Background: an optimization exercise with open tools, aiming at small area. Do not read the settings as production practice. Where RTL was checked, it was by simulation tests only, not by an equivalence proof against the original. No driver is modelled on the clock port, so clock power and skew are understated where the tree is cut down; a real chip needs a root buffer or a tree.

==> module atsc_dc_blocker, before the edit <==
module atsc_dc_blocker #(
    parameter int LOG2_LEN = 6,
    parameter int SR_CTRL  = 132
) (
    input  logic        ce_clk,
    input  logic        ce_rst,
    input  logic        set_stb,
    input  logic [7:0]  set_addr,
    input  logic [31:0] set_data,
    input  logic [31:0] in_tdata,
    input  logic        in_tlast,
    input  logic        in_tvalid,
    output logic        in_tready,
    output logic [31:0] out_tdata,
    output logic        out_tlast,
    output logic        out_tvalid,
    input  logic        out_tready
);
    localparam int N  = 1 << LOG2_LEN;
    localparam int SW = 16 + LOG2_LEN;
    localparam logic [7:0] CTRL_ADDR = 8'(SR_CTRL);
    localparam int KS = 13;   
    localparam int KD = 12;   
    function automatic logic [SW-1:0] csadd(input logic [SW-1:0] a, input logic [SW-1:0] b,
                                            input logic cin, input int K);
        logic c, h, run;
        logic [SW-1:0] r;
        c = cin;
        h = 1'b0;
        for (int k = 0; k < SW; k++) begin
            if (k == K) begin
                h = c;
                c = 1'b0;
            end
            r[k] = a[k] ^ b[k] ^ c;
            c    = (a[k] & b[k]) | (c & (a[k] ^ b[k]));
        end
        run = 1'b1;
        for (int k = 0; k < SW; k++) begin
            if (k < K) begin
                csadd[k] = r[k];
            end else begin
                csadd[k] = r[k] ^ (h & run);
                run      = run & r[k];
            end
        end
    endfunction
    function automatic logic [SW+15:0] comp(input logic [15:0] x, input logic [SW-1:0] base,
                                            input logic mean_en, input logic [15:0] nold);
        logic [SW-1:0] s, c, t, r;
        logic [15:0]   mean, xo, mo, no, res;
        mean = base[SW-1:LOG2_LEN] & {16{mean_en}};
        xo   = x ^ 16'h8000;
        mo   = ~(mean ^ 16'h8000);
        no   = nold ^ 16'h8000;
        r    = csadd({{(SW-16){1'b0}}, xo}, {{(SW-16){1'b0}}, mo}, 1'b1, KD);
        if (r[16] == r[15]) res = r[16] ? 16'h7fff : 16'h8000;
        else                res = r[15:0];
        for (int k = 0; k < 16; k++) begin
            s[k] = base[k] ^ xo[k] ^ no[k];
            c[k] = (base[k] & xo[k]) | (base[k] & no[k]) | (xo[k] & no[k]);
        end
        s[SW-1:16] = base[SW-1:16];
        t = csadd(s, {{(SW-16){~c[15]}}, c[14:0], 1'b1}, 1'b0, KS);
        comp = {res, t};
    endfunction
    function automatic logic [5:0] lfsr_next(input logic [5:0] v);
        lfsr_next = {v[4:0], v[5] ^ v[4]};
    endfunction
    localparam logic [5:0] CNT_ONE = 6'b000001;   
    function automatic logic [5:0] lfsr_after(input int n);
        logic [5:0] v;
        v = CNT_ONE;
        for (int k = 0; k < n; k++) v = lfsr_next(v);
        lfsr_after = v;
    endfunction
    localparam logic [5:0] CNT_LAST = lfsr_after(62);
    logic                    out_tvalid_q;
    logic [31:0]             out_tdata_q;
    logic                    out_tlast_q;
    logic [SW-1:0]           sum_i_q, sum_q_q;
    logic [5:0]              cnt_q;
    logic                    full_q;
    logic                    bypass_q;
    logic                    clear_q;
    logic [31:0]             win [N];
    logic                    accept, ctrl_wr, old_vld;
    logic [SW-1:0]           base_i, base_q;
    logic [15:0]             nold_i, nold_q;
    logic [SW+15:0]          r_i, r_q;
    logic                    unused_bits;
    assign in_tready  = ~out_tvalid_q | out_tready;
    assign accept     = in_tvalid & in_tready;
    assign ctrl_wr    = set_stb & (set_addr == CTRL_ADDR);
    assign out_tdata  = out_tdata_q;
    assign out_tlast  = out_tlast_q;
    assign out_tvalid = out_tvalid_q;
    assign old_vld = full_q & ~clear_q;
    assign base_i  = clear_q ? '0 : sum_i_q;
    assign base_q  = clear_q ? '0 : sum_q_q;
    assign nold_i  = ~({16{old_vld}} & win[N-1][31:16]);
    assign nold_q  = ~({16{old_vld}} & win[N-1][15:0]);
    assign r_i     = comp(in_tdata[31:16], base_i, ~bypass_q, nold_i);
    assign r_q     = comp(in_tdata[15:0],  base_q, ~bypass_q, nold_q);
    assign unused_bits = ^{set_data[31:2]};
    always_ff @(posedge ce_clk or posedge ce_rst) begin
        if (ce_rst) begin
            out_tvalid_q <= 1'b0;
            bypass_q     <= 1'b0;
            clear_q      <= 1'b1;
        end else begin
            out_tvalid_q <= accept | (out_tvalid_q & ~out_tready);
            if (ctrl_wr) bypass_q <= set_data[0];
            clear_q      <= (ctrl_wr & set_data[1]) | (clear_q & ~accept);
        end
    end
    always_ff @(posedge ce_clk) begin
        if (accept) begin
            out_tdata_q <= {r_i[SW+15:SW], r_q[SW+15:SW]};
            out_tlast_q <= in_tlast;
            sum_i_q     <= r_i[SW-1:0];
            sum_q_q     <= r_q[SW-1:0];
            cnt_q       <= clear_q ? CNT_ONE : lfsr_next(cnt_q);
            full_q      <= ~clear_q & (full_q | (cnt_q == CNT_LAST));
            win[0]      <= in_tdata;
            for (int k = 1; k < N; k++) win[k] <= win[k-1];
        end
    end
endmodule
Settings: LEC_CHECK=0, CAP_MARGIN=0, CORE_MARGIN=2, CORE_UTILIZATION=70, SLEW_MARGIN=0; clock period 8.0 ns.
standard.sh (not shown) runs the stock make flow with config.mk's settings and CLKGATE_MAP_FILE= SYNTH_SCRIPT=/design/flow/synth_recipe.tcl, a recipe that flattens the netlist after the stock synthesis.
==> flow/flow/run.sh <==
#!/bin/bash
# Layout flow: the standard flow (standard.sh) with its own clock tree. Before ORFS's CTS
# step, flow/clock_tree.tcl (through the PRE_CTS_TCL hook, flow/cts_hook.tcl) clusters the
# flip-flops by recursive bisection of their placement and drives each cluster from one clock
# buffer, sized to keep the flip-flop clock-pin slew low; the leaf buffers are driven the same
# way by a balanced tree whose top buffers the clock port drives. Ports get one-unit buffers.
# ORFS reads these settings from the environment. standard.sh's output goes to standard.log
# and each ORFS step keeps its own log under orfs/logs.
set -e
HERE=$(cd "$(dirname "${BASH_SOURCE[0]}")" && pwd)
export PRE_CTS_TCL="$HERE/cts_hook.tcl"
export CT_LEVELS="sky130_fd_sc_hd__clkbuf_8:20:60 sky130_fd_sc_hd__clkbuf_8:8 sky130_fd_sc_hd__clkbuf_16:6 sky130_fd_sc_hd__clkbuf_16:4"
export CT_ROOT_MAX=4
export CT_SLEW_LEAF=0.112
export CT_SLEW_MID=0.150
export BUFFER_PORTS_ARGS="-buffer_cell sky130_fd_sc_hd__buf_1"
bash standard.sh > standard.log 2>&1
Other scripts of this flow, unchanged in this note and not shown: flow/flow/clock_tree.tcl, flow/flow/cts_hook.tcl
==> next run, changes <==
--- a/flow/design.v
+++ b/flow/design.v
@@ -19,7 +19,7 @@
     localparam int N  = 1 << LOG2_LEN;
     localparam int SW = 16 + LOG2_LEN;
     localparam logic [7:0] CTRL_ADDR = 8'(SR_CTRL);
-    localparam int KS = 13;   
+    localparam int KS = 14;   
     localparam int KD = 12;   
     function automatic logic [SW-1:0] csadd(input logic [SW-1:0] a, input logic [SW-1:0] b,
                                             input logic cin, input int K);
After rerunning:
- critical path depth falls by 1
- setup slack is worse by 160 ps
- worst hold slack gets worse by 5.3 ps
- core utilization stays flat
- die area hardly moves
- cell area is about the same
- synthesized area stays flat
The RTL of the first run of this note was laid out without a check of its function. No run of this note takes its clock network from TritonCTS; it comes from the design's own scripts or RTL.

## re-timing with driven ports
The results above use ideal ports. As a check the final layouts listed here were re-extracted and re-timed, cells and wires unchanged.
Step 1 sets driving cells, clkbuf_16 on the clock port and buf_2 on the other inputs (assumed; they add their load-dependent delay and slew).
Step 2 times the ports against the registers' clock, not the clock port: input delays grow and output delays shrink by t, the midpoint of the rising clock arrivals with the driver on.
Three values: no drivers, after step 1, after step 2; two values: the first two.
run	t, ns	setup WS [ns]	worst setup path at the end	worst register clock-pin slew, ns	cell pins on the clock port's net
the first run	1.023	0.672 / 0.672 / 0.158	input to register	0.11 / 0.11	3
the second run	1.034	0.511 / 0.511 / -0.069	input to register	0.11 / 0.11	3
Met with ideal ports but missed after step 2: setup timing in the second run. For the second run, which loses most, drivers alone change the setup slack by 0.000 ns; drivers and shift together by -0.580 ns.
